This design comes from an exercise in tuning for small area, a short achievable clock period and few clock cycles on the open sky130 flow, not from production work.
Function was not checked in any run shown here: the RTL went through the layout flow alone.

[config.mk]
export PLATFORM = sky130hd
export DESIGN_NAME = fixed_arith_top
export DESIGN_NICKNAME = fixed_arith_top
export VERILOG_FILES = /design/flow/design.v
export SDC_FILE = /design/flow/constraint.sdc
export NUM_CORES = 4
export LEC_CHECK = 0
export CAP_MARGIN = 20
export CORE_MARGIN = 2
export CORE_UTILIZATION = 40
export SETUP_SLACK_MARGIN = 2.5
export SLEW_MARGIN = 20
export SYNTH_HIERARCHICAL = 1
export SYNTH_MINIMUM_KEEP_SIZE = 0
[constraint.sdc]
create_clock -name core_clock -period 5.5 [get_ports {clk}]
set_input_delay 1.1000 -clock core_clock [delete_from_list [all_inputs] [get_ports {clk}]]
set_output_delay 1.1000 -clock core_clock [all_outputs]
set_load 0.01 [all_outputs]
[design.v]
`default_nettype none
package fixed_arith_pkg;
  localparam int FIX_W  = 16;
  localparam int FRAC_W = 8;
  localparam int PROD_W = 32;  
  localparam logic [31:0] REG_OP_A      = 32'h00;
  localparam logic [31:0] REG_OP_B      = 32'h04;
  localparam logic [31:0] REG_SUM       = 32'h08;
  localparam logic [31:0] REG_PROD      = 32'h0C;
  localparam logic [31:0] REG_PROD_FULL = 32'h10;
  localparam logic [1:0] RESP_OKAY = 2'b00;
  typedef logic [FIX_W-1:0] fix_t;
  typedef struct packed {
    fix_t a;  
    fix_t b;  
  } fix_operands_t;
  typedef struct packed {
    fix_t sum;
    logic overflow;  
  } add_result_t;
  typedef struct packed {
    logic [PROD_W-1:0] full;
    fix_t              product;  
    logic              overflow;
    logic              precision_lost;
  } mul_result_t;
endpackage
`default_nettype wire
`default_nettype none
`timescale 1ns/10ps
module fixed_add_unit
(
  input  logic [fixed_arith_pkg::FIX_W-1:0] a,
  input  logic [fixed_arith_pkg::FIX_W-1:0] b,
  output fixed_arith_pkg::add_result_t      add_res
);
  assign {add_res.overflow, add_res.sum} = {1'b0, a} + {1'b0, b};
endmodule
`default_nettype wire
`default_nettype none
`timescale 1ns/10ps
module fixed_mul_unit
(
  input  logic        clk,
  input  logic [15:0] a,
  input  logic [15:0] b,
  input  logic [7:0]  bone,   
  input  logic [7:0]  btwo,   
  output logic [31:0] p,
  output logic        ovf,   
  output logic        prec   
);
  logic bo0, bt0, bn0, bp0_0, bp0_1, bp0_2, bp0_3, bp0_4, bp0_5, bp0_6;
  logic bp0_7, bp0_8, bp0_9, bp0_10, bp0_11, bp0_12, bp0_13, bp0_14, bp0_15, bp0_16;
  logic bs0, bo1, bt1, bn1, bp1_0, bp1_1, bp1_2, bp1_3, bp1_4, bp1_5;
  logic bp1_6, bp1_7, bp1_8, bp1_9, bp1_10, bp1_11, bp1_12, bp1_13, bp1_14, bp1_15;
  logic bp1_16, bs1, bo2, bt2, bn2, bp2_0, bp2_1, bp2_2, bp2_3, bp2_4;
  logic bp2_5, bp2_6, bp2_7, bp2_8, bp2_9, bp2_10, bp2_11, bp2_12, bp2_13, bp2_14;
  logic bp2_15, bp2_16, bs2, bo3, bt3, bn3, bp3_0, bp3_1, bp3_2, bp3_3;
  logic bp3_4, bp3_5, bp3_6, bp3_7, bp3_8, bp3_9, bp3_10, bp3_11, bp3_12, bp3_13;
  logic bp3_14, bp3_15, bp3_16, bs3, bo4, bt4, bn4, bp4_0, bp4_1, bp4_2;
  logic bp4_3, bp4_4, bp4_5, bp4_6, bp4_7, bp4_8, bp4_9, bp4_10, bp4_11, bp4_12;
  logic bp4_13, bp4_14, bp4_15, bp4_16, bs4, bo5, bt5, bn5, bp5_0, bp5_1;
  logic bp5_2, bp5_3, bp5_4, bp5_5, bp5_6, bp5_7, bp5_8, bp5_9, bp5_10, bp5_11;
  logic bp5_12, bp5_13, bp5_14, bp5_15, bp5_16, bs5, bo6, bt6, bn6, bp6_0;
  logic bp6_1, bp6_2, bp6_3, bp6_4, bp6_5, bp6_6, bp6_7, bp6_8, bp6_9, bp6_10;
  logic bp6_11, bp6_12, bp6_13, bp6_14, bp6_15, bp6_16, bs6, bo7, bt7, bn7;
  logic bp7_0, bp7_1, bp7_2, bp7_3, bp7_4, bp7_5, bp7_6, bp7_7, bp7_8, bp7_9;
  logic bp7_10, bp7_11, bp7_12, bp7_13, bp7_14, bp7_15, bp7_16, bs7, bp8_0, bp8_1;
  logic bp8_2, bp8_3, bp8_4, bp8_5, bp8_6, bp8_7, bp8_8, bp8_9, bp8_10, bp8_11;
  logic bp8_12, bp8_13, bp8_14, bp8_15, hs0, hc0, hs1, hc1, fs0, fc0;
  logic hs2, hc2, fs1, fc1, hs3, hc3, fs2, fc2, fs3, fc3;
  logic hs4, hc4, fs4, fc4, fs5, fc5, hs5, hc5, fs6, fc6;
  logic fs7, fc7, fs8, fc8, fs9, fc9, fs10, fc10, fs11, fc11;
  logic fs12, fc12, fs13, fc13, fs14, fc14, fs15, fc15, fs16, fc16;
  logic fs17, fc17, fs18, fc18, fs19, fc19, hs6, hc6, fs20, fc20;
  logic fs21, fc21, fs22, fc22, hs7, hc7, fs23, fc23, hs8, hc8;
  logic hs9, hc9, hs10, hc10, fs24, fc24, hs11, hc11, fs25, fc25;
  logic hs12, hc12, fs26, fc26, fs27, fc27, fs28, fc28, fs29, fc29;
  logic fs30, fc30, fs31, fc31, fs32, fc32, fs33, fc33, fs34, fc34;
  logic fs35, fc35, fs36, fc36, fs37, fc37, fs38, fc38, fs39, fc39;
  logic fs40, fc40, fs41, fc41, fs42, fc42, fs43, fc43, fs44, fc44;
  logic fs45, fc45, fs46, fc46, fs47, fc47, fs48, fc48, fs49, fc49;
  logic fs50, fc50, fs51, fc51, fs52, fc52, fs53, fc53, fs54, fc54;
  logic fs55, fc55, fs56, fc56, fs57, fc57, fs58, fc58, hs13, hc13;
  logic fs59, fc59, hs14, hc14, hs15, hc15, hs16, hc16, fs60, fc60;
  logic fs61, fc61, fs62, fc62, fs63, fc63, fs64, fc64, fs65, fc65;
  logic fs66, fc66, fs67, fc67, fs68, fc68, fs69, fc69, fs70, fc70;
  logic fs71, fc71, fs72, fc72, fs73, fc73, fs74, fc74, fs75, fc75;
  logic fs76, fc76, fs77, fc77, fs78, fc78, fs79, fc79, fs80, fc80;
  logic fs81, fc81, fs82, fc82, fs83, fc83, hs17, hc17;
  logic [31:0] r0_q;
  logic [31:0] r1_q;
  logic [31:0] r2_q;
  logic hs18, hc18, hs19, hc19, fs84, fc84, fs85, fc85, fs86, fc86;
  logic fs87, fc87, fs88, fc88, fs89, fc89, fs90, fc90, fs91, fc91;
  logic fs92, fc92, fs93, fc93, fs94, fc94, fs95, fc95, fs96, fc96;
  logic fs97, fc97, fs98, fc98, fs99, fc99, fs100, fc100, fs101, fc101;
  logic fs102, fc102, fs103, fc103, fs104, fc104, fs105, fc105, fs106, fc106;
  logic fs107, fc107, fs108, fc108, fs109, fc109, fs110, fc110, fs111, fc111;
  logic [31:0] x, y;
  assign bo0 = bone[0];
  assign bt0 = btwo[0];
  assign bn0 = b[1];
  assign bp0_0 = ((bo0 & a[0])) ^ bn0;
  assign bp0_1 = ((bo0 & a[1]) | (bt0 & a[0])) ^ bn0;
  assign bp0_2 = ((bo0 & a[2]) | (bt0 & a[1])) ^ bn0;
  assign bp0_3 = ((bo0 & a[3]) | (bt0 & a[2])) ^ bn0;
  assign bp0_4 = ((bo0 & a[4]) | (bt0 & a[3])) ^ bn0;
  assign bp0_5 = ((bo0 & a[5]) | (bt0 & a[4])) ^ bn0;
  assign bp0_6 = ((bo0 & a[6]) | (bt0 & a[5])) ^ bn0;
  assign bp0_7 = ((bo0 & a[7]) | (bt0 & a[6])) ^ bn0;
  assign bp0_8 = ((bo0 & a[8]) | (bt0 & a[7])) ^ bn0;
  assign bp0_9 = ((bo0 & a[9]) | (bt0 & a[8])) ^ bn0;
  assign bp0_10 = ((bo0 & a[10]) | (bt0 & a[9])) ^ bn0;
  assign bp0_11 = ((bo0 & a[11]) | (bt0 & a[10])) ^ bn0;
  assign bp0_12 = ((bo0 & a[12]) | (bt0 & a[11])) ^ bn0;
  assign bp0_13 = ((bo0 & a[13]) | (bt0 & a[12])) ^ bn0;
  assign bp0_14 = ((bo0 & a[14]) | (bt0 & a[13])) ^ bn0;
  assign bp0_15 = ((bo0 & a[15]) | (bt0 & a[14])) ^ bn0;
  assign bp0_16 = ((bt0 & a[15])) ^ bn0;
  assign bs0 = ~bn0;
  assign bo1 = bone[1];
  assign bt1 = btwo[1];
  assign bn1 = b[3];
  assign bp1_0 = ((bo1 & a[0])) ^ bn1;
  assign bp1_1 = ((bo1 & a[1]) | (bt1 & a[0])) ^ bn1;
  assign bp1_2 = ((bo1 & a[2]) | (bt1 & a[1])) ^ bn1;
  assign bp1_3 = ((bo1 & a[3]) | (bt1 & a[2])) ^ bn1;
  assign bp1_4 = ((bo1 & a[4]) | (bt1 & a[3])) ^ bn1;
  assign bp1_5 = ((bo1 & a[5]) | (bt1 & a[4])) ^ bn1;
  assign bp1_6 = ((bo1 & a[6]) | (bt1 & a[5])) ^ bn1;
  assign bp1_7 = ((bo1 & a[7]) | (bt1 & a[6])) ^ bn1;
  assign bp1_8 = ((bo1 & a[8]) | (bt1 & a[7])) ^ bn1;
  assign bp1_9 = ((bo1 & a[9]) | (bt1 & a[8])) ^ bn1;
  assign bp1_10 = ((bo1 & a[10]) | (bt1 & a[9])) ^ bn1;
  assign bp1_11 = ((bo1 & a[11]) | (bt1 & a[10])) ^ bn1;
  assign bp1_12 = ((bo1 & a[12]) | (bt1 & a[11])) ^ bn1;
  assign bp1_13 = ((bo1 & a[13]) | (bt1 & a[12])) ^ bn1;
  assign bp1_14 = ((bo1 & a[14]) | (bt1 & a[13])) ^ bn1;
  assign bp1_15 = ((bo1 & a[15]) | (bt1 & a[14])) ^ bn1;
  assign bp1_16 = ((bt1 & a[15])) ^ bn1;
  assign bs1 = ~bn1;
  assign bo2 = bone[2];
  assign bt2 = btwo[2];
  assign bn2 = b[5];
  assign bp2_0 = ((bo2 & a[0])) ^ bn2;
  assign bp2_1 = ((bo2 & a[1]) | (bt2 & a[0])) ^ bn2;
  assign bp2_2 = ((bo2 & a[2]) | (bt2 & a[1])) ^ bn2;
  assign bp2_3 = ((bo2 & a[3]) | (bt2 & a[2])) ^ bn2;
  assign bp2_4 = ((bo2 & a[4]) | (bt2 & a[3])) ^ bn2;
  assign bp2_5 = ((bo2 & a[5]) | (bt2 & a[4])) ^ bn2;
  assign bp2_6 = ((bo2 & a[6]) | (bt2 & a[5])) ^ bn2;
  assign bp2_7 = ((bo2 & a[7]) | (bt2 & a[6])) ^ bn2;
  assign bp2_8 = ((bo2 & a[8]) | (bt2 & a[7])) ^ bn2;
  assign bp2_9 = ((bo2 & a[9]) | (bt2 & a[8])) ^ bn2;
  assign bp2_10 = ((bo2 & a[10]) | (bt2 & a[9])) ^ bn2;
  assign bp2_11 = ((bo2 & a[11]) | (bt2 & a[10])) ^ bn2;
  assign bp2_12 = ((bo2 & a[12]) | (bt2 & a[11])) ^ bn2;
  assign bp2_13 = ((bo2 & a[13]) | (bt2 & a[12])) ^ bn2;
  assign bp2_14 = ((bo2 & a[14]) | (bt2 & a[13])) ^ bn2;
  assign bp2_15 = ((bo2 & a[15]) | (bt2 & a[14])) ^ bn2;
  assign bp2_16 = ((bt2 & a[15])) ^ bn2;
  assign bs2 = ~bn2;
  assign bo3 = bone[3];
  assign bt3 = btwo[3];
  assign bn3 = b[7];
  assign bp3_0 = ((bo3 & a[0])) ^ bn3;
  assign bp3_1 = ((bo3 & a[1]) | (bt3 & a[0])) ^ bn3;
  assign bp3_2 = ((bo3 & a[2]) | (bt3 & a[1])) ^ bn3;
  assign bp3_3 = ((bo3 & a[3]) | (bt3 & a[2])) ^ bn3;
  assign bp3_4 = ((bo3 & a[4]) | (bt3 & a[3])) ^ bn3;
  assign bp3_5 = ((bo3 & a[5]) | (bt3 & a[4])) ^ bn3;
  assign bp3_6 = ((bo3 & a[6]) | (bt3 & a[5])) ^ bn3;
  assign bp3_7 = ((bo3 & a[7]) | (bt3 & a[6])) ^ bn3;
  assign bp3_8 = ((bo3 & a[8]) | (bt3 & a[7])) ^ bn3;
  assign bp3_9 = ((bo3 & a[9]) | (bt3 & a[8])) ^ bn3;
  assign bp3_10 = ((bo3 & a[10]) | (bt3 & a[9])) ^ bn3;
  assign bp3_11 = ((bo3 & a[11]) | (bt3 & a[10])) ^ bn3;
  assign bp3_12 = ((bo3 & a[12]) | (bt3 & a[11])) ^ bn3;
  assign bp3_13 = ((bo3 & a[13]) | (bt3 & a[12])) ^ bn3;
  assign bp3_14 = ((bo3 & a[14]) | (bt3 & a[13])) ^ bn3;
  assign bp3_15 = ((bo3 & a[15]) | (bt3 & a[14])) ^ bn3;
  assign bp3_16 = ((bt3 & a[15])) ^ bn3;
  assign bs3 = ~bn3;
  assign bo4 = bone[4];
  assign bt4 = btwo[4];
  assign bn4 = b[9];
  assign bp4_0 = ((bo4 & a[0])) ^ bn4;
  assign bp4_1 = ((bo4 & a[1]) | (bt4 & a[0])) ^ bn4;
  assign bp4_2 = ((bo4 & a[2]) | (bt4 & a[1])) ^ bn4;
  assign bp4_3 = ((bo4 & a[3]) | (bt4 & a[2])) ^ bn4;
  assign bp4_4 = ((bo4 & a[4]) | (bt4 & a[3])) ^ bn4;
  assign bp4_5 = ((bo4 & a[5]) | (bt4 & a[4])) ^ bn4;
  assign bp4_6 = ((bo4 & a[6]) | (bt4 & a[5])) ^ bn4;
  assign bp4_7 = ((bo4 & a[7]) | (bt4 & a[6])) ^ bn4;
  assign bp4_8 = ((bo4 & a[8]) | (bt4 & a[7])) ^ bn4;
  assign bp4_9 = ((bo4 & a[9]) | (bt4 & a[8])) ^ bn4;
  assign bp4_10 = ((bo4 & a[10]) | (bt4 & a[9])) ^ bn4;
  assign bp4_11 = ((bo4 & a[11]) | (bt4 & a[10])) ^ bn4;
  assign bp4_12 = ((bo4 & a[12]) | (bt4 & a[11])) ^ bn4;
  assign bp4_13 = ((bo4 & a[13]) | (bt4 & a[12])) ^ bn4;
  assign bp4_14 = ((bo4 & a[14]) | (bt4 & a[13])) ^ bn4;
  assign bp4_15 = ((bo4 & a[15]) | (bt4 & a[14])) ^ bn4;
  assign bp4_16 = ((bt4 & a[15])) ^ bn4;
  assign bs4 = ~bn4;
  assign bo5 = bone[5];
  assign bt5 = btwo[5];
  assign bn5 = b[11];
  assign bp5_0 = ((bo5 & a[0])) ^ bn5;
  assign bp5_1 = ((bo5 & a[1]) | (bt5 & a[0])) ^ bn5;
  assign bp5_2 = ((bo5 & a[2]) | (bt5 & a[1])) ^ bn5;
  assign bp5_3 = ((bo5 & a[3]) | (bt5 & a[2])) ^ bn5;
  assign bp5_4 = ((bo5 & a[4]) | (bt5 & a[3])) ^ bn5;
  assign bp5_5 = ((bo5 & a[5]) | (bt5 & a[4])) ^ bn5;
  assign bp5_6 = ((bo5 & a[6]) | (bt5 & a[5])) ^ bn5;
  assign bp5_7 = ((bo5 & a[7]) | (bt5 & a[6])) ^ bn5;
  assign bp5_8 = ((bo5 & a[8]) | (bt5 & a[7])) ^ bn5;
  assign bp5_9 = ((bo5 & a[9]) | (bt5 & a[8])) ^ bn5;
  assign bp5_10 = ((bo5 & a[10]) | (bt5 & a[9])) ^ bn5;
  assign bp5_11 = ((bo5 & a[11]) | (bt5 & a[10])) ^ bn5;
  assign bp5_12 = ((bo5 & a[12]) | (bt5 & a[11])) ^ bn5;
  assign bp5_13 = ((bo5 & a[13]) | (bt5 & a[12])) ^ bn5;
  assign bp5_14 = ((bo5 & a[14]) | (bt5 & a[13])) ^ bn5;
  assign bp5_15 = ((bo5 & a[15]) | (bt5 & a[14])) ^ bn5;
  assign bp5_16 = ((bt5 & a[15])) ^ bn5;
  assign bs5 = ~bn5;
  assign bo6 = bone[6];
  assign bt6 = btwo[6];
  assign bn6 = b[13];
  assign bp6_0 = ((bo6 & a[0])) ^ bn6;
  assign bp6_1 = ((bo6 & a[1]) | (bt6 & a[0])) ^ bn6;
  assign bp6_2 = ((bo6 & a[2]) | (bt6 & a[1])) ^ bn6;
  assign bp6_3 = ((bo6 & a[3]) | (bt6 & a[2])) ^ bn6;
  assign bp6_4 = ((bo6 & a[4]) | (bt6 & a[3])) ^ bn6;
  assign bp6_5 = ((bo6 & a[5]) | (bt6 & a[4])) ^ bn6;
  assign bp6_6 = ((bo6 & a[6]) | (bt6 & a[5])) ^ bn6;
  assign bp6_7 = ((bo6 & a[7]) | (bt6 & a[6])) ^ bn6;
  assign bp6_8 = ((bo6 & a[8]) | (bt6 & a[7])) ^ bn6;
  assign bp6_9 = ((bo6 & a[9]) | (bt6 & a[8])) ^ bn6;
  assign bp6_10 = ((bo6 & a[10]) | (bt6 & a[9])) ^ bn6;
  assign bp6_11 = ((bo6 & a[11]) | (bt6 & a[10])) ^ bn6;
  assign bp6_12 = ((bo6 & a[12]) | (bt6 & a[11])) ^ bn6;
  assign bp6_13 = ((bo6 & a[13]) | (bt6 & a[12])) ^ bn6;
  assign bp6_14 = ((bo6 & a[14]) | (bt6 & a[13])) ^ bn6;
  assign bp6_15 = ((bo6 & a[15]) | (bt6 & a[14])) ^ bn6;
  assign bp6_16 = ((bt6 & a[15])) ^ bn6;
  assign bs6 = ~bn6;
  assign bo7 = bone[7];
  assign bt7 = btwo[7];
  assign bn7 = b[15];
  assign bp7_0 = ((bo7 & a[0])) ^ bn7;
  assign bp7_1 = ((bo7 & a[1]) | (bt7 & a[0])) ^ bn7;
  assign bp7_2 = ((bo7 & a[2]) | (bt7 & a[1])) ^ bn7;
  assign bp7_3 = ((bo7 & a[3]) | (bt7 & a[2])) ^ bn7;
  assign bp7_4 = ((bo7 & a[4]) | (bt7 & a[3])) ^ bn7;
  assign bp7_5 = ((bo7 & a[5]) | (bt7 & a[4])) ^ bn7;
  assign bp7_6 = ((bo7 & a[6]) | (bt7 & a[5])) ^ bn7;
  assign bp7_7 = ((bo7 & a[7]) | (bt7 & a[6])) ^ bn7;
  assign bp7_8 = ((bo7 & a[8]) | (bt7 & a[7])) ^ bn7;
  assign bp7_9 = ((bo7 & a[9]) | (bt7 & a[8])) ^ bn7;
  assign bp7_10 = ((bo7 & a[10]) | (bt7 & a[9])) ^ bn7;
  assign bp7_11 = ((bo7 & a[11]) | (bt7 & a[10])) ^ bn7;
  assign bp7_12 = ((bo7 & a[12]) | (bt7 & a[11])) ^ bn7;
  assign bp7_13 = ((bo7 & a[13]) | (bt7 & a[12])) ^ bn7;
  assign bp7_14 = ((bo7 & a[14]) | (bt7 & a[13])) ^ bn7;
  assign bp7_15 = ((bo7 & a[15]) | (bt7 & a[14])) ^ bn7;
  assign bp7_16 = ((bt7 & a[15])) ^ bn7;
  assign bs7 = ~bn7;
  assign bp8_0 = a[0] & b[15];
  assign bp8_1 = a[1] & b[15];
  assign bp8_2 = a[2] & b[15];
  assign bp8_3 = a[3] & b[15];
  assign bp8_4 = a[4] & b[15];
  assign bp8_5 = a[5] & b[15];
  assign bp8_6 = a[6] & b[15];
  assign bp8_7 = a[7] & b[15];
  assign bp8_8 = a[8] & b[15];
  assign bp8_9 = a[9] & b[15];
  assign bp8_10 = a[10] & b[15];
  assign bp8_11 = a[11] & b[15];
  assign bp8_12 = a[12] & b[15];
  assign bp8_13 = a[13] & b[15];
  assign bp8_14 = a[14] & b[15];
  assign bp8_15 = a[15] & b[15];
  assign hs0 = bn5 ^ bp0_10;
  assign hc0 = bn5 & bp0_10;
  assign hs1 = bp0_11 ^ bp1_9;
  assign hc1 = bp0_11 & bp1_9;
  fixed_fa u_fs0 (.x(bn6), .y(bp0_12), .z(bp1_10), .s(fs0), .c(fc0));
  assign hs2 = bp2_8 ^ bp3_6;
  assign hc2 = bp2_8 & bp3_6;
  fixed_fa u_fs1 (.x(bp0_13), .y(bp1_11), .z(bp2_9), .s(fs1), .c(fc1));
  assign hs3 = bp3_7 ^ bp4_5;
  assign hc3 = bp3_7 & bp4_5;
  fixed_fa u_fs2 (.x(bn7), .y(bp0_14), .z(bp1_12), .s(fs2), .c(fc2));
  fixed_fa u_fs3 (.x(bp2_10), .y(bp3_8), .z(bp4_6), .s(fs3), .c(fc3));
  assign hs4 = bp5_4 ^ bp6_2;
  assign hc4 = bp5_4 & bp6_2;
  fixed_fa u_fs4 (.x(bp0_15), .y(bp1_13), .z(bp2_11), .s(fs4), .c(fc4));
  fixed_fa u_fs5 (.x(bp3_9), .y(bp4_7), .z(bp5_5), .s(fs5), .c(fc5));
  assign hs5 = bp6_3 ^ bp7_1;
  assign hc5 = bp6_3 & bp7_1;
  fixed_fa u_fs6 (.x(bp8_0), .y(bp0_16), .z(bp1_14), .s(fs6), .c(fc6));
  fixed_fa u_fs7 (.x(bp2_12), .y(bp3_10), .z(bp4_8), .s(fs7), .c(fc7));
  fixed_fa u_fs8 (.x(bp5_6), .y(bp6_4), .z(bp7_2), .s(fs8), .c(fc8));
  fixed_fa u_fs9 (.x(bn0), .y(bp8_1), .z(bp1_15), .s(fs9), .c(fc9));
  fixed_fa u_fs10 (.x(bp2_13), .y(bp3_11), .z(bp4_9), .s(fs10), .c(fc10));
  fixed_fa u_fs11 (.x(bp5_7), .y(bp6_5), .z(bp7_3), .s(fs11), .c(fc11));
  fixed_fa u_fs12 (.x(bn0), .y(bp8_2), .z(bp1_16), .s(fs12), .c(fc12));
  fixed_fa u_fs13 (.x(bp2_14), .y(bp3_12), .z(bp4_10), .s(fs13), .c(fc13));
  fixed_fa u_fs14 (.x(bp5_8), .y(bp6_6), .z(bp7_4), .s(fs14), .c(fc14));
  fixed_fa u_fs15 (.x(bs0), .y(bs1), .z(bp8_3), .s(fs15), .c(fc15));
  fixed_fa u_fs16 (.x(bp2_15), .y(bp3_13), .z(bp4_11), .s(fs16), .c(fc16));
  fixed_fa u_fs17 (.x(bp5_9), .y(bp6_7), .z(bp7_5), .s(fs17), .c(fc17));
  fixed_fa u_fs18 (.x(1'b1), .y(bp8_4), .z(bp2_16), .s(fs18), .c(fc18));
  fixed_fa u_fs19 (.x(bp3_14), .y(bp4_12), .z(bp5_10), .s(fs19), .c(fc19));
  assign hs6 = bp6_8 ^ bp7_6;
  assign hc6 = bp6_8 & bp7_6;
  fixed_fa u_fs20 (.x(bs2), .y(bp8_5), .z(bp3_15), .s(fs20), .c(fc20));
  fixed_fa u_fs21 (.x(bp4_13), .y(bp5_11), .z(bp6_9), .s(fs21), .c(fc21));
  fixed_fa u_fs22 (.x(1'b1), .y(bp8_6), .z(bp3_16), .s(fs22), .c(fc22));
  assign hs7 = bp4_14 ^ bp5_12;
  assign hc7 = bp4_14 & bp5_12;
  fixed_fa u_fs23 (.x(bs3), .y(bp8_7), .z(bp4_15), .s(fs23), .c(fc23));
  assign hs8 = 1'b1 ^ bp8_8;
  assign hc8 = 1'b1 & bp8_8;
  assign hs9 = bn3 ^ bp0_6;
  assign hc9 = bn3 & bp0_6;
  assign hs10 = bp0_7 ^ bp1_5;
  assign hc10 = bp0_7 & bp1_5;
  fixed_fa u_fs24 (.x(bn4), .y(bp0_8), .z(bp1_6), .s(fs24), .c(fc24));
  assign hs11 = bp2_4 ^ bp3_2;
  assign hc11 = bp2_4 & bp3_2;
  fixed_fa u_fs25 (.x(bp0_9), .y(bp1_7), .z(bp2_5), .s(fs25), .c(fc25));
  assign hs12 = bp3_3 ^ bp4_1;
  assign hc12 = bp3_3 & bp4_1;
  fixed_fa u_fs26 (.x(bp1_8), .y(bp2_6), .z(bp3_4), .s(fs26), .c(fc26));
  fixed_fa u_fs27 (.x(bp4_2), .y(bp5_0), .z(hs0), .s(fs27), .c(fc27));
  fixed_fa u_fs28 (.x(bp2_7), .y(bp3_5), .z(bp4_3), .s(fs28), .c(fc28));
  fixed_fa u_fs29 (.x(bp5_1), .y(hc0), .z(hs1), .s(fs29), .c(fc29));
  fixed_fa u_fs30 (.x(bp4_4), .y(bp5_2), .z(bp6_0), .s(fs30), .c(fc30));
  fixed_fa u_fs31 (.x(hc1), .y(hs2), .z(fs0), .s(fs31), .c(fc31));
  fixed_fa u_fs32 (.x(bp5_3), .y(bp6_1), .z(hc2), .s(fs32), .c(fc32));
  fixed_fa u_fs33 (.x(hs3), .y(fc0), .z(fs1), .s(fs33), .c(fc33));
  fixed_fa u_fs34 (.x(bp7_0), .y(hc3), .z(hs4), .s(fs34), .c(fc34));
  fixed_fa u_fs35 (.x(fc1), .y(fs2), .z(fs3), .s(fs35), .c(fc35));
  fixed_fa u_fs36 (.x(hc4), .y(hs5), .z(fc2), .s(fs36), .c(fc36));
  fixed_fa u_fs37 (.x(fc3), .y(fs4), .z(fs5), .s(fs37), .c(fc37));
  fixed_fa u_fs38 (.x(hc5), .y(fc4), .z(fc5), .s(fs38), .c(fc38));
  fixed_fa u_fs39 (.x(fs6), .y(fs7), .z(fs8), .s(fs39), .c(fc39));
  fixed_fa u_fs40 (.x(fc6), .y(fc7), .z(fc8), .s(fs40), .c(fc40));
  fixed_fa u_fs41 (.x(fs9), .y(fs10), .z(fs11), .s(fs41), .c(fc41));
  fixed_fa u_fs42 (.x(fc9), .y(fc10), .z(fc11), .s(fs42), .c(fc42));
  fixed_fa u_fs43 (.x(fs12), .y(fs13), .z(fs14), .s(fs43), .c(fc43));
  fixed_fa u_fs44 (.x(fs15), .y(fc12), .z(fc13), .s(fs44), .c(fc44));
  fixed_fa u_fs45 (.x(fc14), .y(fs16), .z(fs17), .s(fs45), .c(fc45));
  fixed_fa u_fs46 (.x(fc15), .y(hs6), .z(fc16), .s(fs46), .c(fc46));
  fixed_fa u_fs47 (.x(fc17), .y(fs18), .z(fs19), .s(fs47), .c(fc47));
  fixed_fa u_fs48 (.x(bp7_7), .y(hc6), .z(fc18), .s(fs48), .c(fc48));
  fixed_fa u_fs49 (.x(fc19), .y(fs20), .z(fs21), .s(fs49), .c(fc49));
  fixed_fa u_fs50 (.x(bp6_10), .y(bp7_8), .z(hs7), .s(fs50), .c(fc50));
  fixed_fa u_fs51 (.x(fc20), .y(fc21), .z(fs22), .s(fs51), .c(fc51));
  fixed_fa u_fs52 (.x(bp5_13), .y(bp6_11), .z(bp7_9), .s(fs52), .c(fc52));
  fixed_fa u_fs53 (.x(hc7), .y(fc22), .z(fs23), .s(fs53), .c(fc53));
  fixed_fa u_fs54 (.x(hs8), .y(bp4_16), .z(bp5_14), .s(fs54), .c(fc54));
  fixed_fa u_fs55 (.x(bp6_12), .y(bp7_10), .z(fc23), .s(fs55), .c(fc55));
  fixed_fa u_fs56 (.x(bs4), .y(bp8_9), .z(hc8), .s(fs56), .c(fc56));
  fixed_fa u_fs57 (.x(bp5_15), .y(bp6_13), .z(bp7_11), .s(fs57), .c(fc57));
  fixed_fa u_fs58 (.x(1'b1), .y(bp8_10), .z(bp5_16), .s(fs58), .c(fc58));
  assign hs13 = bp6_14 ^ bp7_12;
  assign hc13 = bp6_14 & bp7_12;
  fixed_fa u_fs59 (.x(bs5), .y(bp8_11), .z(bp6_15), .s(fs59), .c(fc59));
  assign hs14 = 1'b1 ^ bp8_12;
  assign hc14 = 1'b1 & bp8_12;
  assign hs15 = bn2 ^ bp0_4;
  assign hc15 = bn2 & bp0_4;
  assign hs16 = bp0_5 ^ bp1_3;
  assign hc16 = bp0_5 & bp1_3;
  fixed_fa u_fs60 (.x(bp1_4), .y(bp2_2), .z(bp3_0), .s(fs60), .c(fc60));
  fixed_fa u_fs61 (.x(bp2_3), .y(bp3_1), .z(hc9), .s(fs61), .c(fc61));
  fixed_fa u_fs62 (.x(bp4_0), .y(hc10), .z(hs11), .s(fs62), .c(fc62));
  fixed_fa u_fs63 (.x(hc11), .y(hs12), .z(fc24), .s(fs63), .c(fc63));
  fixed_fa u_fs64 (.x(hc12), .y(fc25), .z(fs26), .s(fs64), .c(fc64));
  fixed_fa u_fs65 (.x(fc26), .y(fs28), .z(fc27), .s(fs65), .c(fc65));
  fixed_fa u_fs66 (.x(fc28), .y(fs30), .z(fc29), .s(fs66), .c(fc66));
  fixed_fa u_fs67 (.x(fc30), .y(fs32), .z(fc31), .s(fs67), .c(fc67));
  fixed_fa u_fs68 (.x(fc32), .y(fs34), .z(fc33), .s(fs68), .c(fc68));
  fixed_fa u_fs69 (.x(fc34), .y(fc35), .z(fs36), .s(fs69), .c(fc69));
  fixed_fa u_fs70 (.x(fc36), .y(fc37), .z(fs38), .s(fs70), .c(fc70));
  fixed_fa u_fs71 (.x(fc38), .y(fc39), .z(fs40), .s(fs71), .c(fc71));
  fixed_fa u_fs72 (.x(fc40), .y(fc41), .z(fs42), .s(fs72), .c(fc72));
  fixed_fa u_fs73 (.x(fc42), .y(fc43), .z(fs44), .s(fs73), .c(fc73));
  fixed_fa u_fs74 (.x(fc44), .y(fc45), .z(fs46), .s(fs74), .c(fc74));
  fixed_fa u_fs75 (.x(fc46), .y(fc47), .z(fs48), .s(fs75), .c(fc75));
  fixed_fa u_fs76 (.x(fs50), .y(fc48), .z(fc49), .s(fs76), .c(fc76));
  fixed_fa u_fs77 (.x(fs52), .y(fc50), .z(fc51), .s(fs77), .c(fc77));
  fixed_fa u_fs78 (.x(fc52), .y(fs54), .z(fc53), .s(fs78), .c(fc78));
  fixed_fa u_fs79 (.x(fs56), .y(fc54), .z(fs57), .s(fs79), .c(fc79));
  fixed_fa u_fs80 (.x(fc56), .y(hs13), .z(fc57), .s(fs80), .c(fc80));
  fixed_fa u_fs81 (.x(bp7_13), .y(hc13), .z(fc58), .s(fs81), .c(fc81));
  fixed_fa u_fs82 (.x(hs14), .y(bp6_16), .z(bp7_14), .s(fs82), .c(fc82));
  fixed_fa u_fs83 (.x(bs6), .y(bp8_13), .z(hc14), .s(fs83), .c(fc83));
  assign hs17 = 1'b1 ^ bp8_14;
  assign hc17 = 1'b1 & bp8_14;
  always_ff @(posedge clk)
  begin
    r0_q[0] <= bn0;
    r1_q[0] <= bp0_0;
    r0_q[1] <= bp0_1;
    r0_q[2] <= bn1;
    r1_q[2] <= bp0_2;
    r2_q[2] <= bp1_0;
    r0_q[3] <= bp0_3;
    r1_q[3] <= bp1_1;
    r0_q[4] <= bp1_2;
    r1_q[4] <= bp2_0;
    r2_q[4] <= hs15;
    r0_q[5] <= bp2_1;
    r1_q[5] <= hc15;
    r2_q[5] <= hs16;
    r0_q[6] <= hc16;
    r1_q[6] <= hs9;
    r2_q[6] <= fs60;
    r0_q[7] <= hs10;
    r1_q[7] <= fc60;
    r2_q[7] <= fs61;
    r0_q[8] <= fs24;
    r1_q[8] <= fc61;
    r2_q[8] <= fs62;
    r0_q[9] <= fs25;
    r1_q[9] <= fc62;
    r2_q[9] <= fs63;
    r0_q[10] <= fs27;
    r1_q[10] <= fc63;
    r2_q[10] <= fs64;
    r0_q[11] <= fs29;
    r1_q[11] <= fc64;
    r2_q[11] <= fs65;
    r0_q[12] <= fs31;
    r1_q[12] <= fc65;
    r2_q[12] <= fs66;
    r0_q[13] <= fs33;
    r1_q[13] <= fc66;
    r2_q[13] <= fs67;
    r0_q[14] <= fs35;
    r1_q[14] <= fc67;
    r2_q[14] <= fs68;
    r0_q[15] <= fs37;
    r1_q[15] <= fc68;
    r2_q[15] <= fs69;
    r0_q[16] <= fs39;
    r1_q[16] <= fc69;
    r2_q[16] <= fs70;
    r0_q[17] <= fs41;
    r1_q[17] <= fc70;
    r2_q[17] <= fs71;
    r0_q[18] <= fs43;
    r1_q[18] <= fc71;
    r2_q[18] <= fs72;
    r0_q[19] <= fs45;
    r1_q[19] <= fc72;
    r2_q[19] <= fs73;
    r0_q[20] <= fs47;
    r1_q[20] <= fc73;
    r2_q[20] <= fs74;
    r0_q[21] <= fs49;
    r1_q[21] <= fc74;
    r2_q[21] <= fs75;
    r0_q[22] <= fs51;
    r1_q[22] <= fc75;
    r2_q[22] <= fs76;
    r0_q[23] <= fs53;
    r1_q[23] <= fc76;
    r2_q[23] <= fs77;
    r0_q[24] <= fs55;
    r1_q[24] <= fc77;
    r2_q[24] <= fs78;
    r0_q[25] <= fc55;
    r1_q[25] <= fs79;
    r2_q[25] <= fc78;
    r0_q[26] <= fs58;
    r1_q[26] <= fc79;
    r2_q[26] <= fs80;
    r0_q[27] <= fs59;
    r1_q[27] <= fc80;
    r2_q[27] <= fs81;
    r0_q[28] <= fc59;
    r1_q[28] <= fs82;
    r2_q[28] <= fc81;
    r0_q[29] <= bp7_15;
    r1_q[29] <= fs83;
    r2_q[29] <= fc82;
    r0_q[30] <= hs17;
    r1_q[30] <= bp7_16;
    r2_q[30] <= fc83;
    r0_q[31] <= bs7;
    r1_q[31] <= bp8_15;
    r2_q[31] <= hc17;
  end
  assign r1_q[1] = 1'b0;
  assign r2_q[0] = 1'b0;
  assign r2_q[1] = 1'b0;
  assign r2_q[3] = 1'b0;
  assign hs18 = r0_q[2] ^ r1_q[2];
  assign hc18 = r0_q[2] & r1_q[2];
  assign hs19 = r0_q[3] ^ r1_q[3];
  assign hc19 = r0_q[3] & r1_q[3];
  fixed_fa u_fs84 (.x(r0_q[4]), .y(r1_q[4]), .z(r2_q[4]), .s(fs84), .c(fc84));
  fixed_fa u_fs85 (.x(r0_q[5]), .y(r1_q[5]), .z(r2_q[5]), .s(fs85), .c(fc85));
  fixed_fa u_fs86 (.x(r0_q[6]), .y(r1_q[6]), .z(r2_q[6]), .s(fs86), .c(fc86));
  fixed_fa u_fs87 (.x(r0_q[7]), .y(r1_q[7]), .z(r2_q[7]), .s(fs87), .c(fc87));
  fixed_fa u_fs88 (.x(r0_q[8]), .y(r1_q[8]), .z(r2_q[8]), .s(fs88), .c(fc88));
  fixed_fa u_fs89 (.x(r0_q[9]), .y(r1_q[9]), .z(r2_q[9]), .s(fs89), .c(fc89));
  fixed_fa u_fs90 (.x(r0_q[10]), .y(r1_q[10]), .z(r2_q[10]), .s(fs90), .c(fc90));
  fixed_fa u_fs91 (.x(r0_q[11]), .y(r1_q[11]), .z(r2_q[11]), .s(fs91), .c(fc91));
  fixed_fa u_fs92 (.x(r0_q[12]), .y(r1_q[12]), .z(r2_q[12]), .s(fs92), .c(fc92));
  fixed_fa u_fs93 (.x(r0_q[13]), .y(r1_q[13]), .z(r2_q[13]), .s(fs93), .c(fc93));
  fixed_fa u_fs94 (.x(r0_q[14]), .y(r1_q[14]), .z(r2_q[14]), .s(fs94), .c(fc94));
  fixed_fa u_fs95 (.x(r0_q[15]), .y(r1_q[15]), .z(r2_q[15]), .s(fs95), .c(fc95));
  fixed_fa u_fs96 (.x(r0_q[16]), .y(r1_q[16]), .z(r2_q[16]), .s(fs96), .c(fc96));
  fixed_fa u_fs97 (.x(r0_q[17]), .y(r1_q[17]), .z(r2_q[17]), .s(fs97), .c(fc97));
  fixed_fa u_fs98 (.x(r0_q[18]), .y(r1_q[18]), .z(r2_q[18]), .s(fs98), .c(fc98));
  fixed_fa u_fs99 (.x(r0_q[19]), .y(r1_q[19]), .z(r2_q[19]), .s(fs99), .c(fc99));
  fixed_fa u_fs100 (.x(r0_q[20]), .y(r1_q[20]), .z(r2_q[20]), .s(fs100), .c(fc100));
  fixed_fa u_fs101 (.x(r0_q[21]), .y(r1_q[21]), .z(r2_q[21]), .s(fs101), .c(fc101));
  fixed_fa u_fs102 (.x(r0_q[22]), .y(r1_q[22]), .z(r2_q[22]), .s(fs102), .c(fc102));
  fixed_fa u_fs103 (.x(r0_q[23]), .y(r1_q[23]), .z(r2_q[23]), .s(fs103), .c(fc103));
  fixed_fa u_fs104 (.x(r0_q[24]), .y(r1_q[24]), .z(r2_q[24]), .s(fs104), .c(fc104));
  fixed_fa u_fs105 (.x(r0_q[25]), .y(r1_q[25]), .z(r2_q[25]), .s(fs105), .c(fc105));
  fixed_fa u_fs106 (.x(r0_q[26]), .y(r1_q[26]), .z(r2_q[26]), .s(fs106), .c(fc106));
  fixed_fa u_fs107 (.x(r0_q[27]), .y(r1_q[27]), .z(r2_q[27]), .s(fs107), .c(fc107));
  fixed_fa u_fs108 (.x(r0_q[28]), .y(r1_q[28]), .z(r2_q[28]), .s(fs108), .c(fc108));
  fixed_fa u_fs109 (.x(r0_q[29]), .y(r1_q[29]), .z(r2_q[29]), .s(fs109), .c(fc109));
  fixed_fa u_fs110 (.x(r0_q[30]), .y(r1_q[30]), .z(r2_q[30]), .s(fs110), .c(fc110));
  fixed_fa u_fs111 (.x(r0_q[31]), .y(r1_q[31]), .z(r2_q[31]), .s(fs111), .c(fc111));
  assign x[0] = r0_q[0];
  assign y[0] = r1_q[0];
  assign x[1] = r0_q[1];
  assign y[1] = 1'b0;
  assign x[2] = r2_q[2];
  assign y[2] = hs18;
  assign x[3] = hc18;
  assign y[3] = hs19;
  assign x[4] = hc19;
  assign y[4] = fs84;
  assign x[5] = fc84;
  assign y[5] = fs85;
  assign x[6] = fc85;
  assign y[6] = fs86;
  assign x[7] = fc86;
  assign y[7] = fs87;
  assign x[8] = fc87;
  assign y[8] = fs88;
  assign x[9] = fc88;
  assign y[9] = fs89;
  assign x[10] = fc89;
  assign y[10] = fs90;
  assign x[11] = fc90;
  assign y[11] = fs91;
  assign x[12] = fc91;
  assign y[12] = fs92;
  assign x[13] = fc92;
  assign y[13] = fs93;
  assign x[14] = fc93;
  assign y[14] = fs94;
  assign x[15] = fc94;
  assign y[15] = fs95;
  assign x[16] = fc95;
  assign y[16] = fs96;
  assign x[17] = fc96;
  assign y[17] = fs97;
  assign x[18] = fc97;
  assign y[18] = fs98;
  assign x[19] = fc98;
  assign y[19] = fs99;
  assign x[20] = fc99;
  assign y[20] = fs100;
  assign x[21] = fc100;
  assign y[21] = fs101;
  assign x[22] = fc101;
  assign y[22] = fs102;
  assign x[23] = fc102;
  assign y[23] = fs103;
  assign x[24] = fc103;
  assign y[24] = fs104;
  assign x[25] = fc104;
  assign y[25] = fs105;
  assign x[26] = fc105;
  assign y[26] = fs106;
  assign x[27] = fc106;
  assign y[27] = fs107;
  assign x[28] = fc107;
  assign y[28] = fs108;
  assign x[29] = fc108;
  assign y[29] = fs109;
  assign x[30] = fc109;
  assign y[30] = fs110;
  assign x[31] = fc110;
  assign y[31] = fs111;
  logic [7:0]  z;
  assign p = x + y;
  assign z[0] = p[24];
  assign z[7:1] = (x[31:25] ^ y[31:25]) ^ (x[30:24] | y[30:24]);
  assign ovf  = |z;
  assign prec = |p[7:0];
endmodule
`default_nettype wire
`default_nettype none
module fixed_fa
(
  input  logic x,
  input  logic y,
  input  logic z,
  output logic s,
  output logic c
);
  assign s = x ^ y ^ z;
  assign c = (x & y) | (x & z) | (y & z);
endmodule
`default_nettype wire
`default_nettype none
`timescale 1ns/10ps
module axil_fixed_regs
#(
  parameter int ADDR_W = 5
)
(
  input  logic              clk,
  input  logic              rst_n,
  input  logic [ADDR_W-1:0] awaddr,
  input  logic              awvalid,
  output logic              awready,
  input  logic [31:0]       wdata,
  input  logic [3:0]        wstrb,
  input  logic              wvalid,
  output logic              wready,
  output logic [1:0]        bresp,
  output logic              bvalid,
  input  logic              bready,
  input  logic [ADDR_W-1:0] araddr,
  input  logic              arvalid,
  output logic              arready,
  output logic [31:0]       rdata,
  output logic [1:0]        rresp,
  output logic              rvalid,
  input  logic              rready,
  output fixed_arith_pkg::fix_operands_t operands,
  output logic [7:0]        b_one,      
  output logic [7:0]        b_two,      
  input  fixed_arith_pkg::add_result_t   add_res,
  input  logic [fixed_arith_pkg::PROD_W-1:0] prod,
  input  logic              prod_ovf,   
  input  logic              prod_prec   
);
  logic        wr_fire;
  logic        wr_op_a;
  logic        wr_op_b;
  logic        wr_op_q;
  logic        wr_b_lo;
  logic        wr_b_hi;
  logic [15:0] b_next;
  logic [16:0] bw;        
  logic [16:0] bn;        
  logic [7:0]  one_w;
  logic [7:0]  two_w;
  logic        one_n4;
  logic        two_n4;
  logic        rd_fire;
  logic [31:0] rd_map;
  assign awready = ~bvalid;
  assign wready  = ~bvalid;
  assign wr_fire = awvalid & wvalid & ~bvalid;
  assign wr_op_a = wr_fire & (awaddr[ADDR_W-1:2] == fixed_arith_pkg::REG_OP_A[ADDR_W-1:2]);
  assign wr_op_b = wr_fire & (awaddr[ADDR_W-1:2] == fixed_arith_pkg::REG_OP_B[ADDR_W-1:2]);
  assign bresp   = fixed_arith_pkg::RESP_OKAY;
  assign wr_b_lo = wr_op_b & wstrb[0];
  assign wr_b_hi = wr_op_b & wstrb[1];
  assign b_next  = {wr_b_hi ? wdata[15:8] : operands.b[15:8], wr_b_lo ? wdata[7:0] : operands.b[7:0]};
  assign bw      = {wdata[15:0], 1'b0};
  assign bn      = {b_next, 1'b0};
  always_comb
  begin
    for (int k = 0; k < 8; k++)
    begin
      one_w[k] = bw[2*k+1] ^ bw[2*k];
      two_w[k] = bw[2*k+2] ? ~(bw[2*k+1] | bw[2*k]) : (bw[2*k+1] & bw[2*k]);
    end
  end
  assign one_n4 = bn[9] ^ bn[8];
  assign two_n4 = bn[10] ? ~(bn[9] | bn[8]) : (bn[9] & bn[8]);
  always_ff @(posedge clk or negedge rst_n)
  begin
    if (!rst_n)
    begin
      bvalid   <= 1'b0;
      wr_op_q  <= 1'b0;
      operands <= '0;
      b_one    <= '0;
      b_two    <= '0;
    end
    else
    begin
      if (wr_fire)
        bvalid <= 1'b1;
      else if (bready)
        bvalid <= 1'b0;
      wr_op_q <= wr_op_a | wr_op_b;
      if (wr_op_a & wstrb[0]) operands.a[7:0]  <= wdata[7:0];
      if (wr_op_a & wstrb[1]) operands.a[15:8] <= wdata[15:8];
      if (wr_op_b & wstrb[0]) operands.b[7:0]  <= wdata[7:0];
      if (wr_op_b & wstrb[1]) operands.b[15:8] <= wdata[15:8];
      if (wr_b_lo)
      begin
        b_one[3:0] <= one_w[3:0];
        b_two[3:0] <= two_w[3:0];
      end
      if (wr_b_hi)
      begin
        b_one[7:5] <= one_w[7:5];
        b_two[7:5] <= two_w[7:5];
      end
      if (wr_b_lo | wr_b_hi)
      begin
        b_one[4] <= one_n4;
        b_two[4] <= two_n4;
      end
    end
  end
  assign arready = ~rvalid & ~wr_op_q;
  assign rd_fire = arvalid & arready;
  assign rresp   = fixed_arith_pkg::RESP_OKAY;
  always_comb
  begin
    case (araddr[ADDR_W-1:2])
      3'd2:    rd_map = {15'd0, add_res.overflow, add_res.sum};
      3'd3:    rd_map = {14'd0, prod_prec, prod_ovf, prod[23:8]};
      3'd4:    rd_map = prod;
      default: rd_map = 32'd0;  
    endcase
  end
  always_ff @(posedge clk or negedge rst_n)
  begin
    if (!rst_n)
      rvalid <= 1'b0;
    else if (rd_fire)
      rvalid <= 1'b1;
    else if (rready)
      rvalid <= 1'b0;
  end
  always_ff @(posedge clk)
  begin
    if (!rvalid)
      rdata <= rd_map;
  end
endmodule
`default_nettype wire
`default_nettype none
`timescale 1ns/10ps
module fixed_arith_top
#(
  parameter int ADDR_W = 5
)
(
  input  logic              clk,
  input  logic              rst_n,
  input  logic [ADDR_W-1:0] awaddr,
  input  logic              awvalid,
  output logic              awready,
  input  logic [31:0]       wdata,
  input  logic [3:0]        wstrb,
  input  logic              wvalid,
  output logic              wready,
  output logic [1:0]        bresp,
  output logic              bvalid,
  input  logic              bready,
  input  logic [ADDR_W-1:0] araddr,
  input  logic              arvalid,
  output logic              arready,
  output logic [31:0]       rdata,
  output logic [1:0]        rresp,
  output logic              rvalid,
  input  logic              rready
);
  fixed_arith_pkg::fix_operands_t     operands;
  fixed_arith_pkg::add_result_t       add_res;
  logic [fixed_arith_pkg::PROD_W-1:0] prod;
  logic                               prod_ovf;
  logic [7:0]                         b_one;
  logic [7:0]                         b_two;
  logic                               prod_prec;
  axil_fixed_regs #(
    .ADDR_W (ADDR_W)
  ) u_regs (
    .clk       (clk),
    .rst_n     (rst_n),
    .awaddr    (awaddr),
    .awvalid   (awvalid),
    .awready   (awready),
    .wdata     (wdata),
    .wstrb     (wstrb),
    .wvalid    (wvalid),
    .wready    (wready),
    .bresp     (bresp),
    .bvalid    (bvalid),
    .bready    (bready),
    .araddr    (araddr),
    .arvalid   (arvalid),
    .arready   (arready),
    .rdata     (rdata),
    .rresp     (rresp),
    .rvalid    (rvalid),
    .rready    (rready),
    .operands  (operands),
    .b_one     (b_one),
    .b_two     (b_two),
    .add_res   (add_res),
    .prod      (prod),
    .prod_ovf  (prod_ovf),
    .prod_prec (prod_prec)
  );
  fixed_add_unit u_add (
    .a       (operands.a),
    .b       (operands.b),
    .add_res (add_res)
  );
  fixed_mul_unit u_mul (
    .clk (clk),
    .a   (operands.a),
    .b    (operands.b),
    .bone (b_one),
    .btwo (b_two),
    .p    (prod),
    .ovf  (prod_ovf),
    .prec (prod_prec)
  );
endmodule
`default_nettype wire
[flow/run.sh]
#!/bin/bash
# The standard layout, with the smallest plain buffer on each port in
# place of the delay buffer ORFS's buffer_ports picks by default.
set -o pipefail
bash standard.sh BUFFER_PORTS_ARGS="-buffer_cell sky130_fd_sc_hd__buf_1" finish > standard.log 2>&1
[standard.sh]
#!/bin/bash
# synth_recipe.tcl (not shown) runs the flow's synth.tcl, then flattens the netlist and writes it again
# the make line also repeats each setting of config.mk as NAME=value (left out here)
make -C /OpenROAD-flow-scripts/flow DESIGN_CONFIG=/design/flow/config.mk WORK_HOME=/design/flow/orfs CLKGATE_MAP_FILE= SYNTH_SCRIPT=/design/flow/synth_recipe.tcl "${@:-finish}"
==> impl_results.md, run 1 <==
* Die ar. at 0.0356 mm²
* DRC viols at 0
* Cts bufs inserted at 17
* Reg-to-Reg End: u_regs.rdata[30]
* WP data required at 5.80 ns
* Vias in the first global route at 10235
* Syn avg cell area at 10.2 µm²
* Inserted Diodes at 0
* WL final at 35800 µm
* Starting Density at 0.406
* Io pins at 94
* Seq/Total Area, Yosys at 0.297
* Post-layout util at 0.452
* Crit-path cells: fa_1, ha_4, a21oi_1, a21o_1, a2111oi_4, o2111ai_4, nor4bb_2, nor4_1, and2_1
* Setup TNS at 0 ns
* Crit. End Element: register
* Cells on worst reg2reg path at 9
* Final min period at 2.98 ns
* Clock latency (worst-skew pair) at 0.44 ns
* Slew HR at 0.379
* CTS tree: built
* Initial antenna violation count at 0
* Number of distinct library cells after synthesis at 81
* DRT antenna net count at 0
* Most frequent cells in the layout: xnor2_1 (160), a22oi_1 (120), fa_1 (110), nand2_1 (96), dfxtp_1 (91)
* Clock Pin Slew Worst Setup and Hold Paths at 0.07 ns
* Die Y at 189 µm
* Max cap viols at 0
* Status: complete, no violations
* # H-tree levels at 4
* Final setup violation count at 0
* Clock sink count at 174
* GR Overflow Total at 0
* Total GRT Usage at 0.206
* Hpwl dp at 24700 µm
* Setup CP Type: reg -> reg
* Hold Crit Depth at 2
* Hold WC Path Type: reg -> reg
* Top FF cell, synth: dfxtp_1
* RSZ-0062 raised after global routing: true
* Skew final at 0.0168 ns
* Max stage delay on crit path at 0.56 ns
* R2R Setup Slk at 2.52 ns
* First-pass GRT wire length at 57400 µm
* Flops & latches, synth at 174
* Number of flops mapped to enable cells by yosys at 32
* Reg-to-reg startpoint: u_mul.r1_q[11]
* Synth area leaders: fa_1 (17%), dfxtp_1 (14%), xnor2_1 (10%)
* Final hold vios at 0
* Hold Startpoint: u_regs.operands[11]
* Number of iterations in the first detailed-routing pass at 5
* Slew @ Worst Pin at 0.931 ns
* Slowest-stage cell, CP: fa_1
* CORE AREA at 0.0335 mm²
* Fin nets at 1578
* Worst EP arrival at 3.28 ns
* Die Span X at 189 µm
* Vias at 10045
* First-iteration detailed-routing DRC count at 1004
* Hold endpoint: u_regs.operands[11]
* IO buf count at 67
* Synth Cell Area at 0.0136 mm²
* Fin crit share at 0.542
* Final Wtd Congestion at 0.853
* Share of cells above drive strength 1 at 0.136
* CTS Hold Buffers Added at 0
* Commonest non-fill, non-tap cell in the layout: xnor2_1
* Wire per inst at 20.0 µm
* Via density at 5.61
* Post-synth top area cell: fa_1
* Crit start category: register
* Post-synth top area share at 0.166
* Ys async rst share at 0.287
* Largest net degree at the start of global routing at 51
* Max Clk Rate at 335 MHz
* Synth Instances at 1333
* Area added between synthesis and finish at 11.3%
* Root buffer cell: clkbuf_16
* Pins Over Slew Limit at 0
* Yosys warning count at 12
* Row cnt at 67
* Crit path max fanout at 7
* Clock Path Buffers at 2
## critical path: cells and delay by family, from the launching register on
kind | cells | cell delay, ns
adder cells (fa/ha/maj) | 2 | 0.91
flip-flops | 1 | 0.33
AND/OR/NAND/NOR | 3 | 0.62
AO/OA/AOI/OAI | 4 | 0.99
## per-module statistics from Yosys (local to each module, per instance), a selection
module / cell area [µm²] / flops+latches
fixed_mul_unit: 6820 / 92
fixed_add_unit: 856 / 0
fixed_fa: 20.0 / 0
## synthesized netlist by cell type (11+ instances only)
cell / count
mux2_2: 25
buf_2: 24
fa_1: 113
ha_1: 83
and2_1: 30
mux2i_1: 25
o21ai_0: 62
dfrtp_1: 50
nand2_1: 98
dfxtp_1: 92
nor2_1: 22
a22oi_1: 120
xor2_1: 17
xnor2_1: 161
nand4_1: 11
nand3_1: 12
nor3_1: 12
a21o_1: 17
inv_1: 49
edfxtp_1: 32
a21oi_1: 46
clkbuf_1: 89
## area by class of cell
type	count	area, µm²
inverters	49	184
flip-flops and latches	174	4090
multi-input cells	991	9290
well taps	448	561
clock buffers	22	464
repair buffers	96	478
fillers	3231	18400
clock inverters	10	100
## cell families after synthesis
logic type                 after synthesis  synth area share
AOI/OAI and AO/OA                      327             0.166
xor gates and xnor gates               178             0.114
adders and majority gates              196             0.242
buffers and inverters                  173            0.0526
DFF                                    174             0.297
muxes                                   50            0.0390
other                                    2          0.000551
and+or+nand+nor                        233            0.0878
## what timing repair did
item / in CTS / in global routing
gates resized for setup: 48 / 65
setup endpoints to repair: 28 / 33
setup buffers: 3 / 7
pin swaps: 6 / 19
## routing by layer
metal,share of wire,track usage
met1,0.47,0.298
met5,0,0
met4,0.015,0.0598
met2,0.45,0.315
met3,0.074,0.0387
## worst max path at each step
stage                       end               start  depth (start not counted)
2_1_floorplan    u_mul.r2_q[17]  u_regs.operands[9]                          6
3_3_place_gp   u_regs.rdata[16]       u_mul.r1_q[4]                         10
3_5_place_dp   u_regs.rdata[16]       u_mul.r1_q[4]                         10
4_1_cts        u_regs.rdata[16]  u_regs.operands[3]                          9
5_1_grt        u_regs.rdata[30]      u_mul.r1_q[13]                          9
6_report       u_regs.rdata[30]      u_mul.r1_q[11]                          9
## sequential cells by signal, indices dropped and copies added (netlist names)
name	cells
u_regs.wr_op_q	1
u_regs.bvalid	1
u_regs.b_one	8
u_regs.rdata	32
u_regs.b_two	8
u_regs.operands	31
u_mul.r1_q	31
u_mul.r0_q	32
u_regs.rvalid	1
u_mul.r2_q	29
## stage by stage
step | setup slack, ns | hold WS [ns] | instance area (µm²) | std cells
floorplan | 2.53 | 0.389 | 13600 | 1338
global placement | 2.06 | 0.462 | 14100 | 1748
detailed placement | 2.02 | 0.476 | 14100 | 1748
CTS | 2.47 | 0.493 | 14900 | 1783
global route | 2.37 | 0.537 | 15200 | 1790
finish | 2.52 | 0.484 | 15200 | 1790
==> inputs of run 2 (changes only) <==
--- a/config.mk
+++ b/config.mk
@@ -9,5 +9,5 @@
 export CORE_MARGIN = 2
 export CORE_UTILIZATION = 40
-export SETUP_SLACK_MARGIN = 2.5
+export SETUP_SLACK_MARGIN = 2.7
 export SLEW_MARGIN = 20
 export SYNTH_HIERARCHICAL = 1
==> impl_results.md, run 2 <==
* Crit-path cells: fa_1, ha_4, and3_1, nand4_1, a21oi_4, o2111ai_4, buf_4, a21boi_2, o21ai_2, mux2i_1, o21ai_1
* Commonest non-fill, non-tap cell in the layout: xnor2_1
* Synth area leaders: fa_1 (17%), dfxtp_1 (14%), xnor2_1 (10%)
* Slew HR at 0.533 (+0.153)
* Via density at 5.62 (+0.17%)
* Most frequent cells in the layout: xnor2_1 (156), a22oi_1 (120), fa_1 (104), nand2_1 (93), dfxtp_1 (78)
* Flops & latches, synth at 174 (unchanged)
* Number of distinct library cells after synthesis at 81 (unchanged)
* CORE AREA at 0.0335 mm² (unchanged)
* Ys async rst share at 0.287 (unchanged)
* Worst EP arrival at 3.16 ns (-0.12 ns)
* Die Span X at 189 µm (unchanged)
* Die ar. at 0.0356 mm² (unchanged)
* Max Clk Rate at 334 MHz (-0.34%)
* RSZ-0062 raised after global routing: true
* Vias at 10203 (+1.6%)
* Hpwl dp at 24500 µm (-0.93%)
* First-pass GRT wire length at 57300 µm (about the same)
* WL final at 36500 µm (+2.0%)
* Vias in the first global route at 10229 (-0.059%)
* Number of iterations in the first detailed-routing pass at 6 (+1)
* # H-tree levels at 4 (unchanged)
* Root buffer cell: clkbuf_16
* Final hold vios at 0 (unchanged)
* Top flop regs: u_mul.r0_q (32), u_regs.rdata (32)
* Yosys warning count at 12 (unchanged)
* Fin Hold WS at 0.518 ns (+0.0340 ns)
* Syn avg cell area at 10.2 µm² (unchanged)
* Setup CP Type: reg -> reg
* Final Wtd Congestion at 0.840 (-1.6%)
* Fin crit share at 0.544 (+0.00182)
* Post-synth top area share at 0.166 (unchanged)
* Area added between synthesis and finish at 16.2%
* Die Y at 189 µm (unchanged)
* Fin nets at 1603 (+1.6%)
* Slowest-stage cell, CP: fa_1
* Setup TNS at 0 ns (unchanged)
* Most common cell in the netlist: xnor2_1
* Max stage delay on crit path at 0.54 ns (-0.02 ns)
* Initial antenna violation count at 0 (unchanged)
* Io pins at 94 (unchanged)
* Synth Cell Area at 0.0136 mm² (unchanged)
* Final min period at 2.99 ns (+0.0100 ns)
* Inserted Diodes at 0 (unchanged)
* Number of flops mapped to enable cells by yosys at 32 (unchanged)
* CTS tree: built
* CP top delay family: adder cells
* Crit path max fanout at 6 (-1)
* Skew final at 0.0208 ns (+0.00408 ns)
* Synth Instances at 1333 (unchanged)
* Clock Pin Slew Worst Setup and Hold Paths at 0.07 ns (about the same)
* Status: complete, no violations
* DRT antenna net count at 0 (unchanged)
* Max cap viols at 0 (unchanged)
* Largest net degree at the start of global routing at 51 (unchanged)
* Buf/Inv on CP at 1 (+1)
* Clock latency (worst-skew pair) at 0.46 ns (+0.02 ns)
* DRC viols at 0 (unchanged)
* Commonest cells post-synth: xnor2_1 (161), a22oi_1 (120), fa_1 (113)
* Top FF cell, synth: dfxtp_1
* Seq/Total Area, Yosys at 0.297 (unchanged)
* IO buf count at 67 (unchanged)
* Row cnt at 67 (unchanged)
* Clock sink count at 174 (unchanged)
* Slew @ Worst Pin at 0.699 ns (-0.231 ns)
* Share of cells above drive strength 1 at 0.199 (+0.0634)
* Final setup violation count at 0 (unchanged)
* WP data required at 5.67 ns (-0.13 ns)
* Crit start category: register
* GR Overflow Total at 0 (unchanged)
* Crit. End Element: register
* Starting Density at 0.406 (unchanged)
* First-iteration detailed-routing DRC count at 916 (-8.8%)
* Clock Path Buffers at 2 (unchanged)
* CTS Hold Buffers Added at 0 (unchanged)
* Pins Over Slew Limit at 0 (unchanged)
* Hold WC Path Type: reg -> reg
* Post-synth top area cell: fa_1
* Total GRT Usage at 0.206 (about the same)
* Cts bufs inserted at 17 (unchanged)
* Wire per inst at 20.1 µm (+0.64%)
==> run 2: cell types whose count changed in the layout (fill, tap and decap cells not counted), sizes merged <==
cell / before / now
clkbuf: 23 / 21
clkinv: 1 / 3
clkinvlp: 0 / 1
buf: 95 / 120
bufinv: 1 / 0
==> run 2: stage by stage <==
step                      cells  setup slack [ns]  utilization  cell area [µm²]
after floorplan            1338              2.63            -            13700
final                      1815              2.51        0.472            15800
after global routing       1815              2.42        0.472            15800
after global placement     1746              2.18        0.419            14100
after CTS                  1791              2.49        0.456            15300
after detailed placement   1746              2.11        0.419            14100
==> run 2: Yosys stat by module (local to each module, per instance), excerpt <==
module / area (µm²) / copies in the design / flops+latches
fixed_add_unit: 856 / 1 / 0
fixed_fa: 20.0 / 112 / 0
fixed_mul_unit: 6820 / 1 / 92
==> run 2: path summary, 6_finish.rpt <==
kind                                      from                  end  slack (ns)  depth (start not counted)
setup / recovery                 u_mul.r2_q[7]     u_regs.rdata[16]        2.51                         11
min in group asynchronous                rst_n      u_regs.b_two[7]        0.75                          2
hold reg to reg            u_regs.operands[20]  u_regs.operands[20]        0.52                          1
max in group asynchronous                rst_n      u_regs.b_one[0]        4.25                          2
hold / removal             u_regs.operands[20]  u_regs.operands[20]        0.52                          1
setup reg to reg                 u_mul.r2_q[7]     u_regs.rdata[16]        2.51                         11
==> run 2: logic make-up (layout without fill, tap and decap cells) <==
logic type	count (synthesis)	in the layout	synth area share
compound gates	327	327	0.166
xor+xnor	178	178	0.114
fa+ha+maj	196	196	0.242
buf+inv	173	202	0.0526
flops	174	174	0.297
mux	50	50	0.0390
other cells	2	7	0.000551
simple gates	233	233	0.0878
==> run 2: final cells by class <==
class / instances / area, µm²
fill: 3128 / 17700
multi-input combinational: 991 / 9680
sequential: 174 / 4120
timing repair buffer: 121 / 677
tap: 448 / 561
clock buffer: 20 / 489
inverter: 49 / 184
clock inverter: 12 / 129
==> run 2: what timing repair did <==
| item | in CTS | in global routing |
|---|---|---|
| buffers inserted | 13 | 24 |
| setup endpoints to repair | 55 | 43 |
| pin swaps | 44 | 67 |
| resized for setup | 123 | 99 |
| hold endpoints to repair | 0 | 0 |
==> run 2: metal layers <==
metal / global-route usage / part of all wire
met1: 0.300 / 0.47
met2: 0.311 / 0.44
met3: 0.0386 / 0.067
met4: 0.0646 / 0.019
met5: 0 / 0

[port drivers added, routing unchanged]
The flow's constraints put no driver on any port. The routed layouts listed below were extracted and timed again, unchanged, in two steps.
Step 1, drivers: a clkbuf_16 drives clk and a buf_2 each remaining input, both assumed.
Step 2 moves the port delays by t, midway between the first and last clock arrival at a register: inputs arrive t later, outputs are due t later. That takes back most of the time a late clock gives input paths.
Slacks: ideal ports / drivers / drivers and shift; pairs: ideal ports / drivers.
run	shift t [ns]	slack for setup (ns)	latest minus earliest clock arrival (ns)
run 1	0.482	2.519 / 2.519 / 2.519	0.017 / 0.017
run 2	0.504	2.509 / 2.509 / 2.509	0.021 / 0.021
After both steps every run listed still meets setup and hold.
